From an optimization exercise on the open Yosys and OpenROAD flow, aimed at small area, a short achievable clock period and few clock cycles; shortcuts taken in it are not production practice. No functional check of the RTL was part of this run. Power figures rest on the tool's default switching activity, not on a simulated workload.

**design.v**
```verilog
`timescale 1ns / 1ps
`default_nettype none
package rctw_pkg;
  localparam int IN_TDATA_W  = 160;
  localparam int OUT_TDATA_W = 64;
  localparam int OUT_TUSER_W = 4;
  localparam int CFG_IDX_W   = 3;
  localparam int CFG_DATA_W  = 24;
  localparam int POS_W = 25;
  localparam logic [1:0] REGION_SKY   = 2'd0;
  localparam logic [1:0] REGION_WALL  = 2'd1;
  localparam logic [1:0] REGION_FLOOR = 2'd2;
endpackage
`default_nettype wire
`timescale 1ns / 1ps
`default_nettype none
module rctw_div (
  input  logic                      clk,
  input  logic                      rst_n,
  input  logic                      start,
  input  logic [8:0]                tex_width,
  input  logic [15:0]               line_height,
  input  logic [10:0]               draw_start,    
  input  logic [10:0]               half_height,   
  input  logic                      advance,       
  output logic                      busy,
  output logic                      busy_nxt,
  output logic                      prime,
  output logic [rctw_pkg::POS_W-1:0] position
);
  localparam int PW = rctw_pkg::POS_W;
  logic [4:0]    cnt_r;     
  logic [15:0]   div_r;
  logic [15:0]   rem_r;
  logic [PW-1:0] quo_r;     
  logic [16:0]   off_r;
  logic [PW-1:0] pos_r;
  logic          ph_sum;
  logic          ph_sub;
  logic          ph_div;
  logic          horner;
  logic [16:0]   trial;
  logic [16:0]   diff;
  logic          fits;
  logic [PW-1:0] add_a;
  logic [PW-1:0] add_b;
  logic [PW-1:0] pos_sum;
  logic [4:0] cnt_nxt;
  logic       ph_off;
  logic       busy_r;
  assign busy     = busy_r;
  assign cnt_nxt  = start ? 5'd1 : (!busy || prime) ? 5'd0 : cnt_r + 5'd1;
  assign busy_nxt = (cnt_nxt != 5'd0);
  assign trial = {rem_r, quo_r[PW-1]};
  assign diff  = trial - {1'b0, div_r};
  assign fits  = ~diff[16];
  always_comb begin
    if (ph_sum) begin
      add_a = {14'd0, draw_start};
      add_b = {10'd0, div_r[15:1]};    
    end else if (ph_sub) begin
      add_a = pos_r;
      add_b = ~{14'd0, half_height};
    end else if (horner) begin
      add_a = {pos_r[PW-2:0], 1'b0};
      add_b = quo_r[0] ? {{(PW-17){off_r[16]}}, off_r} : '0;
    end else begin
      add_a = pos_r;
      add_b = quo_r;
    end
  end
  logic [PW:0] pos_x;
  assign pos_x   = {add_a, 1'b1} + {add_b, ph_sub};
  assign pos_sum = pos_x[PW:1];
  always_ff @(posedge clk) begin
    if (!rst_n) begin
      cnt_r  <= '0;
      busy_r <= 1'b0;
      ph_sum <= 1'b0;
      ph_sub <= 1'b0;
      ph_off <= 1'b0;
      ph_div <= 1'b0;
      horner <= 1'b0;
      prime  <= 1'b0;
    end else begin
      cnt_r  <= cnt_nxt;
      busy_r <= busy_nxt;
      ph_sum <= (cnt_nxt == 5'd1);
      ph_sub <= (cnt_nxt == 5'd2);
      ph_off <= (cnt_nxt == 5'd3);
      ph_div <= (cnt_nxt >= 5'd3) && (cnt_nxt <= 5'd27);
      horner <= (cnt_nxt >= 5'd3) && (cnt_nxt <= 5'd28);
      prime  <= (cnt_nxt == 5'd29);
    end
  end
  always_ff @(posedge clk) begin
    if (start) begin
      quo_r <= {tex_width, 16'd0};
    end else if (ph_div) begin
      quo_r <= {quo_r[PW-2:0], fits};
    end
    if (busy || advance) begin
      pos_r <= pos_sum;
    end
  end
  always_ff @(posedge clk) begin
    if (start) begin
      div_r <= (line_height == 16'd0) ? 16'd1 : line_height;
    end
    rem_r <= ph_sub ? 16'd0 : fits ? diff[15:0] : trial[15:0];
    if (ph_off) begin
      off_r <= pos_r[16:0];
    end
  end
  assign position = pos_r;
endmodule
`default_nettype wire
`timescale 1ns / 1ps
`default_nettype none
module rctw_ctrl (
  input  logic        clk,
  input  logic        rst_n,
  input  logic        start,
  input  logic [23:0] perp,
  input  logic [17:0] dir,
  input  logic [15:0] pos_lo,
  input  logic [8:0]  tex_width,
  input  logic        mirror,
  input  logic        cnt_load,
  input  logic [11:0] cnt_value,
  input  logic        cnt_dec,
  output logic        cnt_one,
  output logic        busy,
  output logic        busy_nxt,
  output logic        tex_load,
  output logic        tex_load_nxt,
  output logic [7:0]  tex_col
);
  logic [4:0]  st_r;       
  logic [23:0] a_r;
  logic [23:0] m_r;
  logic [17:0] q_r;
  logic [15:0] f_r;
  logic [8:0]  tw_r;
  logic        mir_r;
  logic [4:0]  st_nxt;
  logic        busy_r;
  logic        ph_shift_r;   
  logic        ph_last_r;    
  logic        ph_frac_r;    
  logic        ph_twm_r;     
  logic        ph_mirr_r;    
  logic        ph_tex_r;     
  logic        bit_en;
  logic        sub;
  logic [23:0] opnd;
  logic [24:0] sum;
  logic [25:0] sum_x;
  logic [15:0] f_sum;
  assign busy     = busy_r;
  assign st_nxt   = start ? 5'd1 : (!busy || ph_tex_r) ? 5'd0 : st_r + 5'd1;
  assign busy_nxt = (st_nxt != 5'd0);
  assign tex_load = ph_tex_r;
  assign tex_load_nxt = (st_nxt == 5'd30);
  always_ff @(posedge clk) begin
    if (!rst_n) begin
      st_r       <= '0;
      busy_r     <= 1'b0;
      ph_shift_r <= 1'b0;
      ph_last_r  <= 1'b0;
      ph_frac_r  <= 1'b0;
      ph_twm_r   <= 1'b0;
      ph_mirr_r  <= 1'b0;
      ph_tex_r   <= 1'b0;
    end else begin
      st_r       <= st_nxt;
      busy_r     <= busy_nxt;
      ph_shift_r <= ((st_nxt >= 5'd1) && (st_nxt <= 5'd18))
                 || ((st_nxt >= 5'd20) && (st_nxt <= 5'd28));
      ph_last_r  <= (st_nxt == 5'd18);
      ph_frac_r  <= (st_nxt == 5'd19);
      ph_twm_r   <= (st_nxt == 5'd28);
      ph_mirr_r  <= (st_nxt == 5'd29);
      ph_tex_r   <= tex_load_nxt;
    end
  end
  assign sub    = ph_last_r || ph_mirr_r;
  assign bit_en = (ph_shift_r && q_r[0]) || ph_mirr_r;
  assign opnd   = bit_en ? (m_r ^ {24{sub}}) : 24'd0;
  assign sum_x  = {1'b0, a_r, 1'b1} + {1'b0, opnd, bit_en & sub};
  assign sum    = sum_x[25:1];
  assign f_sum   = f_r + (busy ? {a_r[13:0], q_r[17:16]} : 16'hFFFF);
  assign cnt_one = (f_r == 16'd1);
  always_ff @(posedge clk) begin
    if (start || ph_frac_r) begin
      a_r <= '0;
    end else if (ph_shift_r) begin
      a_r <= sum[24:1];
    end else if (ph_mirr_r && mir_r) begin
      a_r[14:7] <= ~sum[14:7];
    end
  end
  always_ff @(posedge clk) begin
    if (start) begin
      m_r   <= perp;
      f_r   <= pos_lo;
      tw_r  <= tex_width;
      mir_r <= mirror;
    end else if (busy) begin
      if (ph_frac_r) begin
        m_r <= {8'd0, f_sum};
      end else if (ph_twm_r) begin
        m_r <= {8'd0, tw_r, 7'd0};
      end
    end else if (cnt_load) begin
      f_r <= {4'd0, cnt_value};
    end else if (cnt_dec) begin
      f_r <= f_sum;
    end
  end
  always_ff @(posedge clk) begin
    if (start) begin
      q_r <= dir;
    end else if (ph_frac_r) begin
      q_r <= {9'd0, tw_r};
    end else begin
      q_r <= {sum[0], q_r[17:1]};
    end
  end
  assign tex_col = a_r[14:7];
endmodule
`default_nettype wire
`timescale 1ns / 1ps
`default_nettype none
module rctw_datapath (
  input  logic                            clk,
  input  logic                            rst_n,
  input  logic                            cfg_we,
  input  logic [rctw_pkg::CFG_IDX_W-1:0]  cfg_index,
  input  logic [rctw_pkg::CFG_DATA_W-1:0] cfg_data,
  input  logic                            in_tvalid,
  input  logic                            in_tuser,
  input  logic [rctw_pkg::IN_TDATA_W-1:0] in_tdata,
  output logic                            in_tready,
  output logic                            out_valid,
  input  logic                            out_ready,
  output logic [21:0]                     pixel_addr,
  output logic [15:0]                     texel_index,
  output logic [23:0]                     flat_color,
  output logic [1:0]                      region,
  output logic [1:0]                      texture_id,
  output logic                            last_row
);
  logic [8:0]  tex_width_r;
  logic [8:0]  hmask_r;         
  logic [11:0] screen_width_r;
  logic [11:0] screen_height_r;
  logic [23:0] sky_color_r;
  logic [23:0] floor_color_r;
  logic        sw_write;
  assign sw_write = cfg_we && (cfg_index == 3'd2);
  always_ff @(posedge clk) begin
    if (!rst_n) begin
      tex_width_r     <= 9'd64;
      hmask_r         <= 9'd63;
      screen_width_r  <= 12'd640;
      screen_height_r <= 12'd480;
      sky_color_r     <= '0;
      floor_color_r   <= '0;
    end else if (cfg_we) begin
      case (cfg_index)
        3'd0: tex_width_r     <= cfg_data[8:0];
        3'd1: hmask_r         <= cfg_data[8:0] - 9'd1;
        3'd2: screen_width_r  <= cfg_data[11:0];
        3'd3: screen_height_r <= cfg_data[11:0];
        3'd4: sky_color_r     <= cfg_data;
        3'd5: floor_color_r   <= cfg_data;
        default: ;
      endcase
    end
  end
  logic in_tready_r;
  logic col_acc;
  logic row_acc;
  assign in_tready = in_tready_r;
  assign col_acc   = in_tvalid && in_tready_r && !in_tuser;
  assign row_acc   = in_tvalid && in_tready_r && in_tuser;
  logic [10:0] column_r;
  logic [10:0] ds_r;
  logic [10:0] de_r;
  logic [1:0]  tsel_r;
  logic [11:0] rc_r;
  logic        side;
  logic        rdx_neg;
  logic        rdy_neg;
  assign side    = in_tdata[115];
  assign rdx_neg = in_tdata[72];
  assign rdy_neg = in_tdata[90];
  logic       busy_a;
  logic       busy_b;
  logic       busy_a_nxt;
  logic       busy_b_nxt;
  logic [7:0] tex_col;
  logic [24:0] tex_pos;
  logic       cnt_load;
  logic       cnt_dec;
  logic       cnt_one;
  logic       advance;
  logic       prime;
  logic       tex_load;
  logic       tex_load_nxt;
  rctw_ctrl u_col (
    .clk       (clk),
    .rst_n     (rst_n),
    .start     (col_acc),
    .perp      (in_tdata[114:91]),
    .dir       (side ? in_tdata[72:55] : in_tdata[90:73]),
    .pos_lo    (side ? in_tdata[26:11] : in_tdata[48:33]),
    .tex_width (tex_width_r),
    .mirror    (side ? rdy_neg : !rdx_neg),
    .cnt_load  (cnt_load),
    .cnt_value (rc_r),
    .cnt_dec   (cnt_dec),
    .cnt_one   (cnt_one),
    .busy      (busy_a),
    .busy_nxt  (busy_a_nxt),
    .tex_load  (tex_load),
    .tex_load_nxt (tex_load_nxt),
    .tex_col   (tex_col)
  );
  rctw_div u_step (
    .clk         (clk),
    .rst_n       (rst_n),
    .start       (col_acc),
    .tex_width   (tex_width_r),
    .line_height (in_tdata[131:116]),
    .draw_start  (ds_r),
    .half_height (screen_height_r[11:1]),
    .advance     (advance),
    .busy        (busy_b),
    .busy_nxt    (busy_b_nxt),
    .prime       (prime),
    .position    (tex_pos)
  );
  logic        active;
  logic        is_sky;
  logic        is_wall;
  logic [11:0] rc_inc;
  logic        wall_inc;
  logic [15:0] texel;
  assign rc_inc     = rc_r + 12'd1;
  logic        sky_r;
  logic        wall_r;
  logic        act_r;
  logic        sky_inc;
  logic        act_inc;
  logic        sh_write;
  logic        sh_dirty_r;
  logic        act_lt;
  logic        last_eq;
  assign active     = act_r;
  assign is_sky     = sky_r;
  assign is_wall    = wall_r;
  assign sky_inc    = rc_inc < {1'b0, ds_r};
  assign wall_inc   = !sky_inc && (rc_inc <= {1'b0, de_r});
  assign act_lt     = rc_inc < screen_height_r;
  assign last_eq    = (rc_inc == screen_height_r);
  assign act_inc    = !rc_inc[11] && act_lt;
  assign sh_write   = cfg_we && (cfg_index == 3'd3);
  logic [15:0] cs_s_r;
  logic [15:0] cs_c_r;
  logic [8:0]  u_r;
  logic        tex_dirty_r;
  logic        fresh_r;      
  logic        reprime;
  logic        reprime_r;
  logic        sel_u_r;
  logic        go_r;
  logic        cs_load;
  logic [8:0]  u_raw;
  logic [8:0]  u;
  logic [10:0] tw3_r;        
  logic        tex_wr_r;     
  logic [15:0] pp [6];
  logic [15:0] l1s, l1c, l2s, l2c, l3s, l3c, l4s, l4c;
  logic [31:0] t1, t2, t3, t4;
  function automatic logic [31:0] csa(input logic [15:0] a, input logic [15:0] b,
                                      input logic [15:0] c);
    logic [15:0] sm;
    logic [15:0] cy;
    sm = a ^ b ^ c;
    cy = (a & b) | (a & c) | (b & c);
    csa = {sm, cy[14:0], 1'b0};
  endfunction
  function automatic logic [15:0] pick(input logic [1:0] d, input logic [8:0] tw,
                                       input logic [10:0] tw3);
    case (d)
      2'd0:    pick = 16'd0;
      2'd1:    pick = {7'd0, tw};
      2'd2:    pick = {6'd0, tw, 1'b0};
      default: pick = {5'd0, tw3};
    endcase
  endfunction
  always_ff @(posedge clk) begin
    tw3_r <= {2'd0, tex_width_r} + {1'd0, tex_width_r, 1'b0};
  end
  assign u_raw = sel_u_r ? u_r : tex_pos[24:16];
  assign u     = u_raw & hmask_r;
  always_comb begin
    for (int i = 0; i < 4; i++) begin
      pp[i] = pick(u[2*i+1 -: 2], tex_width_r, tw3_r) << (2 * i);
    end
    pp[4] = u[8] ? {tex_width_r[7:0], 8'd0} : 16'd0;
    pp[5] = {8'd0, tex_col};
    t1  = csa(pp[0], pp[1], pp[2]);
    l1s = t1[31:16];
    l1c = t1[15:0];
    t2  = csa(pp[3], pp[4], pp[5]);
    l2s = t2[31:16];
    l2c = t2[15:0];
    t3  = csa(l1s, l1c, l2s);
    l3s = t3[31:16];
    l3c = t3[15:0];
    t4  = csa(l3s, l3c, l2c);
    l4s = t4[31:16];
    l4c = t4[15:0];
  end
  assign texel = cs_s_r + cs_c_r;
  logic        held_r;       
  logic        dirty_r;      
  logic        ff_r;         
  logic        o_valid_r;
  logic [21:0] o_addr_r;
  logic [15:0] o_texel_r;
  logic [23:0] o_flat_r;
  logic        o_wall_r;
  logic        o_floor_r;
  logic [1:0]  o_tsel_r;
  logic        o_last_r;
  logic        want;
  logic        can_gen;
  logic        fire;
  logic        held_nxt;
  logic        busy_nxt;
  logic        busy;
  logic        stall_nxt;
  logic        ff_step;
  logic        ff_begin;
  logic        ff_done;
  logic        rc_zero;
  assign rc_zero  = (rc_r == 12'd0);
  logic [21:0] addr_nxt;
  assign addr_nxt = (rc_zero || (dirty_r && !ff_r)) ? {11'd0, column_r}
                  : o_addr_r + {10'd0, screen_width_r};
  assign want     = (held_r || row_acc) && active;
  assign can_gen  = (!o_valid_r || out_ready) && !dirty_r && !tex_dirty_r && !sh_dirty_r
                 && !(is_wall && busy);
  assign fire     = (held_r || row_acc) && go_r && (!o_valid_r || out_ready);
  assign held_nxt = (held_r || row_acc) && (active || sh_dirty_r) && !can_gen;
  assign advance  = fire && is_wall;
  assign ff_begin = dirty_r && !ff_r && !busy_a && !col_acc;
  assign ff_step  = ff_r && !cnt_one && !col_acc;
  assign ff_done  = ff_r && cnt_one;
  assign cnt_load = ff_begin;
  assign cnt_dec  = ff_step;
  assign busy_nxt = busy_a_nxt || busy_b_nxt;
  assign busy     = busy_a || busy_b;
  always_comb begin
    if (col_acc) begin
      stall_nxt = (in_tdata[142:132] == 11'd0);
    end else if (fire) begin
      stall_nxt = busy_nxt && wall_inc;
    end else begin
      stall_nxt = busy_nxt && is_wall;
    end
  end
  always_ff @(posedge clk) begin
    if (!rst_n) begin
      in_tready_r <= 1'b1;
      held_r      <= 1'b0;
      dirty_r     <= 1'b0;
      ff_r        <= 1'b0;
      o_valid_r   <= 1'b0;
      column_r    <= '0;
      sky_r       <= 1'b0;
      sh_dirty_r  <= 1'b0;
      wall_r      <= 1'b1;
      act_r       <= 1'b1;
      ds_r        <= '0;
      de_r        <= '0;
      tsel_r      <= '0;
      rc_r        <= '0;
    end else begin
      in_tready_r <= !held_nxt && !stall_nxt;
      held_r      <= held_nxt;
      if (fire) begin
        o_valid_r <= 1'b1;
      end else if (out_ready) begin
        o_valid_r <= 1'b0;
      end
      if (col_acc) begin
        sky_r  <= (in_tdata[142:132] != 11'd0);
        wall_r <= (in_tdata[142:132] == 11'd0);
      end else if (fire) begin
        sky_r  <= sky_inc;
        wall_r <= wall_inc;
      end
      sh_dirty_r <= sh_write;
      if (col_acc) begin
        act_r <= (screen_height_r != 12'd0);
      end else if (sh_dirty_r) begin
        act_r <= !rc_r[11] && (act_lt || last_eq);
      end else if (fire) begin
        act_r <= act_inc;
      end
      if (col_acc) begin
        column_r <= in_tdata[10:0];
        ds_r     <= in_tdata[142:132];
        de_r     <= in_tdata[153:143];
        tsel_r   <= side ? {1'b0, !rdy_neg} : {1'b1, !rdx_neg};
        rc_r     <= '0;
      end else if (fire) begin
        rc_r     <= rc_inc;
      end
      if (sw_write) begin
        dirty_r <= 1'b1;
      end else if (col_acc || (ff_begin && rc_zero) || ff_done) begin
        dirty_r <= 1'b0;
      end
      if (col_acc || ff_done || sw_write) begin
        ff_r <= 1'b0;
      end else if (ff_begin && !rc_zero) begin
        ff_r <= 1'b1;
      end
    end
  end
  logic texw;
  logic act_n, wall_n, dirty_n, tex_dirty_n, reprime_n;
  assign texw = cfg_we && (cfg_index[2:1] == 2'd0);
  always_comb begin
    if (col_acc) begin
      act_n  = (screen_height_r != 12'd0);
      wall_n = (in_tdata[142:132] == 11'd0);
    end else begin
      act_n  = sh_dirty_r ? (!rc_r[11] && (act_lt || last_eq)) : fire ? act_inc : act_r;
      wall_n = fire ? wall_inc : wall_r;
    end
    if (sw_write) begin
      dirty_n = 1'b1;
    end else if (col_acc || (ff_begin && rc_zero) || ff_done) begin
      dirty_n = 1'b0;
    end else begin
      dirty_n = dirty_r;
    end
    tex_dirty_n = texw || (tex_dirty_r && !reprime);
    reprime_n   = tex_dirty_n && !texw && !busy_a_nxt && !busy_b_nxt;
  end
  always_ff @(posedge clk) begin
    if (!rst_n) begin
      go_r      <= 1'b1;
      reprime_r <= 1'b0;
      sel_u_r   <= 1'b0;
    end else begin
      go_r      <= act_n && !dirty_n && !tex_dirty_n && !sh_write && !(wall_n && busy_nxt);
      reprime_r <= reprime_n;
      sel_u_r   <= reprime_n || tex_load_nxt;
    end
  end
  assign reprime = reprime_r;
  assign cs_load = advance || tex_load || reprime;
  always_ff @(posedge clk) begin
    if (!rst_n) begin
      tex_dirty_r <= 1'b0;
      tex_wr_r    <= 1'b0;
      fresh_r     <= 1'b1;
    end else begin
      tex_wr_r <= cfg_we && (cfg_index[2:1] == 2'd0);
      if (cfg_we && (cfg_index[2:1] == 2'd0)) begin
        tex_dirty_r <= 1'b1;
      end else if (reprime) begin
        tex_dirty_r <= 1'b0;
      end
      if (col_acc) begin
        fresh_r <= 1'b0;
      end
    end
  end
  always_ff @(posedge clk) begin
    if (cs_load) begin
      cs_s_r <= l4s;
      cs_c_r <= l4c;
    end
    if (advance || prime) begin
      u_r <= tex_pos[24:16];
    end
  end
  always_ff @(posedge clk) begin
    if (fire || (ff_begin && !rc_zero) || ff_step) begin
      o_addr_r  <= addr_nxt;
    end
    if (!o_valid_r || out_ready) begin
      o_texel_r <= (is_wall && !fresh_r) ? texel : 16'd0;
      o_flat_r  <= is_sky ? sky_color_r : is_wall ? 24'd0 : floor_color_r;
      o_wall_r  <= is_wall;
      o_floor_r <= !is_sky && !is_wall;
      o_tsel_r  <= tsel_r;
      o_last_r  <= last_eq;
    end
  end
  assign out_valid   = o_valid_r;
  assign pixel_addr  = o_addr_r;
  assign texel_index = o_texel_r;
  assign flat_color  = o_flat_r;
  assign region      = {o_floor_r, o_wall_r};
  assign texture_id  = o_tsel_r;
  assign last_row    = o_last_r;
endmodule
`default_nettype wire
`timescale 1ns / 1ps
`default_nettype none
module raycast_column_texture_walker_core #(
  parameter int FRAC_BITS = 16
) (
  input  logic                             clk,
  input  logic                             rst_n,
  input  logic                             cfg_valid,
  output logic                             cfg_ready,
  input  logic [rctw_pkg::CFG_IDX_W-1:0]   cfg_index,
  input  logic [rctw_pkg::CFG_DATA_W-1:0]  cfg_data,
  input  logic                             in_tvalid,
  output logic                             in_tready,
  input  logic [rctw_pkg::IN_TDATA_W-1:0]  in_tdata,
  input  logic                             in_tuser,
  output logic                             out_tvalid,
  input  logic                             out_tready,
  output logic [rctw_pkg::OUT_TDATA_W-1:0] out_tdata,
  output logic [rctw_pkg::OUT_TUSER_W-1:0] out_tuser,
  output logic                             out_tlast
);
  logic [21:0] pixel_addr;
  logic [15:0] texel_index;
  logic [23:0] flat_color;
  logic [1:0]  region;
  logic [1:0]  texture_id;
  assign cfg_ready = 1'b1;
  rctw_datapath u_dp (
    .clk         (clk),
    .rst_n       (rst_n),
    .cfg_we      (cfg_valid),
    .cfg_index   (cfg_index),
    .cfg_data    (cfg_data),
    .in_tvalid   (in_tvalid),
    .in_tuser    (in_tuser),
    .in_tdata    (in_tdata),
    .in_tready   (in_tready),
    .out_valid   (out_tvalid),
    .out_ready   (out_tready),
    .pixel_addr  (pixel_addr),
    .texel_index (texel_index),
    .flat_color  (flat_color),
    .region      (region),
    .texture_id  (texture_id),
    .last_row    (out_tlast)
  );
  assign out_tdata = {2'd0, flat_color, texel_index, pixel_addr};
  assign out_tuser = {texture_id, region};
endmodule
`default_nettype wire
```
**flow/run.sh**
```bash
#!/bin/bash
# Standard layout (the standard.sh: standard synthesis, ORFS floorplan to
# finish, same SDC), with two make settings added on its command line:
#  * BUFFER_PORTS_ARGS from flow/ports.txt: the cell buffer_ports puts on every
#    input and output port (it still buffers every port).
# Each make run's full output goes to its own log here.
set -euo pipefail
MARGIN=$(cat flow/margin.txt)
PORTBUF=$(cat flow/ports.txt)
sed -E "s/ SETUP_SLACK_MARGIN=[^ ]*//; s/CLKGATE_MAP_FILE= /CLKGATE_MAP_FILE= SETUP_SLACK_MARGIN=$MARGIN 'BUFFER_PORTS_ARGS=-buffer_cell $PORTBUF' /" standard.sh > standard_margin.sh
grep -q "SETUP_SLACK_MARGIN=$MARGIN " standard_margin.sh
bash standard_margin.sh synth > make_synth.log 2>&1
bash standard_margin.sh finish > make_finish.log 2>&1
test -s out/final.def
```
**flow/margin.txt**
```
6.6
```
**flow/ports.txt**
```
sky130_fd_sc_hd__buf_2
```
**standard.sh**
```bash
#!/bin/bash
# synth_recipe.tcl (not shown) runs the flow's synth.tcl, then flattens the netlist and writes it again
# the make line also repeats each setting of config.mk as NAME=value (left out here)
make -C /OpenROAD-flow-scripts/flow DESIGN_CONFIG=/design/flow/config.mk WORK_HOME=/design/flow/orfs CLKGATE_MAP_FILE= SYNTH_SCRIPT=/design/flow/synth_recipe.tcl "${@:-finish}"
```
**config.mk**
```make
export PLATFORM = sky130hd
export DESIGN_NAME = raycast_column_texture_walker_core
export DESIGN_NICKNAME = raycast_column_texture_walker_core
export VERILOG_FILES = /design/flow/design.v
export SDC_FILE = /design/flow/constraint.sdc
export NUM_CORES = 4
export LEC_CHECK = 0
export CAP_MARGIN = 20
export CORE_MARGIN = 2
export CORE_UTILIZATION = 60
export SLEW_MARGIN = 20
```
**constraint.sdc**
```tcl
create_clock -name core_clock -period 10.0 [get_ports {clk}]
set_input_delay 2.0000 -clock core_clock [delete_from_list [all_inputs] [get_ports {clk}]]
set_output_delay 2.0000 -clock core_clock [all_outputs]
set_load 0.01 [all_outputs]
```
==> qor.txt <==
Hold Vio Cnt, Final = 0
hold path endpoint = u_dp.fresh_r
die width = 219 um
routed vias = 22,700
largest net degree at the start of global routing = 112
Max Root-Sink Buffers = 3
Top delay family on crit path = simple AND/OR/NAND/NOR gates
M1 WL = 33,000 um
fin area = 0.0322 mm2
mux cell area share after synthesis = 0.0505
CP required = 10,560 ps
compound-cell area share of the yosys netlist = 0.151
reg-to-reg slack, setup = 6580 ps
RSZ-0062 raised after global routing = yes
Internal = 4090 uW
Slew @ Worst Pin = 1090 ps
Tightest Hold Check Type = reg2reg
f_max = 282 MHz
Comb power frac = 0.271
Reg2Reg Capture Point = u_dp.u_step.pos_r[23]
EDFF count, synth = 223
Cell Area, Placed = 0.0293 mm2
grt ovf = 0
Rows = 78
part of the cycle the worst path needs = 0.354
die area = 0.0480 mm2
clock root cell = clkbuf_16
Post-Synth Simple-Gate Area = 0.177
setup TNS = 0 ps
drt drc = 0
crit path DAT = 4100 ps
adder-cell area share of the yosys netlist = 0.103
leading cell type in the layout, fill and taps excluded = nand2_1
max-slew violations = 0
VDD IR-drop max = 172 uV
area added between synthesis and finish = 16.0%
detailed placer's ending HPWL = 50,300 um
hold path cells = 2
metal2 WL = 34,500 um
Mapped Cells = 3,034
total CTS buffers = 52
final net count = 3,634
Sw Ratio = 0.315
leak pwr = 0.0134 uW
shortest period the worst path allows = 3540 ps
post-DR wirelength/cell = 19.3 um
pwr dens = 185 mW/mm2
worst setup margin = 6460 ps
Layout Utilization = 0.708
share of cells above drive strength 1 = 0.160
Max Used Layer = met4
main flop type after synthesis = dfxtp_1
routability cong. = 0.944
CP Launch Type = input pin
dpl ws = 4670 ps
Worst-path clk slew = 70 ps
drt pass-1 iters = 5
RR Startpoint = u_dp.u_step.ph_sum
CTS Hold Bufs = 0
worst setup path startpoint = in_tvalid
starting density of the core = 0.610
num ports = 265
min-delay src = u_dp.fresh_r
Buf+Inv Stages, Crit Path = 2
met3 WL post-DR = 5090 um
first-pass GRT wire length = 114,000 um
most frequent cells in the layout = 504 x nand2_1, 246 x dfxtp_1, 241 x buf_2
synthesized area = 0.0277 mm2
GRT Total Usage = 0.302
asr flop ratio synth = 0
vias in the first global route = 21,400
fill cell count = 3,566
Max Clock Skew = 27.4 ps
net switching power = 1880 uW
FF+latch count, synth = 483
largest family of logic cells by synthesized area = simple AND/OR/NAND/NOR gates
R2R cell count = 15
core area = 0.0455 mm2
clk sinks = 483
Seq/Total Area, Yosys = 0.429
synth warn = 4
CP Max Fanout = 28
Netlist cell types = 72
number of max-cap violations = 0
Sequential Power Share = 0.411
status = finished clean
XOR/XNOR Fraction of Synth Area = 0.0480
Syn Area/Cell = 9.14 um2
Die Span Y = 219 um
highest cell delay on the worst timing path = 510 ps
vias per inst = 5.86
drt initial violations = 1,762
clock latency (worst-skew pair) = 610 ps
final setup violation count = 0
Clock Power Share = 0.318
CTS H-tree depth = 2
post-route ant nets = 0
Worst Setup Path Type = in2reg
IO Port Bufs = 243
relative slew slack = 0.271
CP max stage cell = or3_4
CP Capture Type = flop
initial antenna violation count = 6
worst path cell trace = buf_2 > nand2_4 > or2_4 > clkinv_16 > or3_4 > o211ai_1 > o21ai_1 > o41ai_1 > and3_1
CTS tree = yes
final wirelength = 74,900 um
==> cell type report <==
type / instances / area [um2] / area share
Tap cell: 600 / 751 / 0.0233
Multi-Input combinational cell: 2254 / 15300 / 0.474
Timing Repair inverter: 2 / 18.8 / 0.000583
Antenna cell: 4 / 10.0 / 0.000311
Clock inverter: 26 / 224 / 0.00696
Sequential cell: 483 / 11900 / 0.371
Inverter: 129 / 514 / 0.0160
Clock buffer: 71 / 1440 / 0.0448
Timing Repair Buffer: 311 / 2030 / 0.0630
==> timing repair <==
action | 4_1_cts | 5_1_grt
gates resized for setup | 82 | 81
setup endpoints to repair | 264 | 94
buffers inserted | 20 | 22
cloned | 7 | 7
pin swaps | 22 | 33
==> power groups by stage <==
stage / Combinational, uW / Clock [uW] / Sequential [uW]
floorplan: 1140 / 0 / 2450
global placement: 1430 / 0 / 2480
detailed placement: 1480 / 0 / 2490
CTS: 1540 / 1920 / 2450
global route: 1790 / 1990 / 2470
finish: 1620 / 1900 / 2450
==> routing by layer <==
| layer | vias up | global-route usage |
|---|---|---|
| met3 | 147 | 0.0402 |
| li1 | 11000 | - |
| met1 | 10800 | 0.415 |
| met5 | - | 0 |
| met4 | 0 | 0.107 |
| met2 | 804 | 0.491 |
==> through the flow <==
step                hold WS [ps]  total power [uW]  std cells
floorplan                    376              3590       3035
global placement             413              3910       3723
detailed placement           423              3970       3723
CTS                          436              5910       3847
global route                 453              6250       3879
finish                       439              5970       3880
==> worst max path at each step <==
stage / cells past startpoint / to
detailed placement: 10 / u_dp.sel_u_r
finish: 9 / u_dp.go_r
global placement: 10 / u_dp.sel_u_r
CTS: 8 / u_dp.go_r
floorplan: 6 / u_dp.o_addr_r[0]
global route: 9 / u_dp.go_r
==> flip-flops by register name, indices dropped and copies added, names as in the netlist, 14 cells and up <==
signal,count
u_dp.o_flat_r,24
u_dp.u_col.m_r,24
u_dp.u_step.rem_r,16
u_dp.o_addr_r,22
u_dp.u_col.a_r,24
u_dp.u_step.off_r,17
u_dp.u_step.quo_r,25
u_dp.u_col.q_r,18
u_dp.u_col.f_r,16
u_dp.u_step.pos_r,25
u_dp.cs_s_r,16
u_dp.sky_color_r,24
u_dp.cs_c_r,14
u_dp.u_step.div_r,16
u_dp.floor_color_r,24
u_dp.o_texel_r,16
==> cell usage after synthesis, types with 6 or more instances <==
master	instances	area [um2]
xnor2_1	85	744
a211oi_1	36	270
nor4_1	14	87.6
a21o_1	29	218
a21oi_1	161	806
mux2_2	13	146
dfxtp_1	260	5200
nor2_1	214	803
a21boi_0	115	863
o31ai_1	10	75.1
nand4_1	14	87.6
clkbuf_1	141	529
nand3_1	66	330
nand2b_1	73	457
inv_1	129	484
nor2b_1	47	294
buf_1	24	90.1
or3_1	19	119
edfxtp_1	223	6700
o211ai_1	26	195
xor2_1	67	587
o22ai_1	10	62.6
and3_1	20	125
ha_1	175	2190
fa_1	33	661
nor3b_1	7	52.6
nand3b_1	12	90.1
o21ai_0	161	806
a221oi_1	7	61.3
mux2i_1	124	1240
a31oi_1	34	213
o21a_1	25	188
or2_2	6	37.5
and2_1	33	206
nand2_1	512	1920
nor3_1	38	190
==> worst min-delay path: cells and delay by family, from the launching register on <==
family	cells	cell delay, ps
flops	1	300
simple gates	2	90
==> cells by family after synthesis <==
logic type               after synthesis
buffers and inverters                302
XOR/XNOR                             152
AO/OA/AOI/OAI                        661
AND/OR/NAND/NOR                     1088
other                                  2
multiplexers                         138
flip-flops                           483
adder cells (fa/ha/maj)              208

-- what the ideal ports hide --
The flow's constraints put no driver on any port. The routed layout listed below was extracted and timed again, unchanged, in two steps. Step 1 sets driving cells, clkbuf_16 on the clock port and buf_2 on the other inputs (assumed; they add their load-dependent delay and slew). Step 2 moves the port delays by t, midway between the first and last clock arrival at a register: inputs arrive t later, outputs are due t later. That takes back most of the time a late clock gives input paths. Slacks: ideal / step 1 / step 2; pairs: ideal / step 1.
t, ns: 0.657
setup WS [ns]: 6.456 / 6.411 / 5.841
pins driven straight from the clock port: 1
After both steps this run still meets setup and hold. The setup slack of this run moves by -0.045 ns with the drivers and by -0.615 ns with both steps.
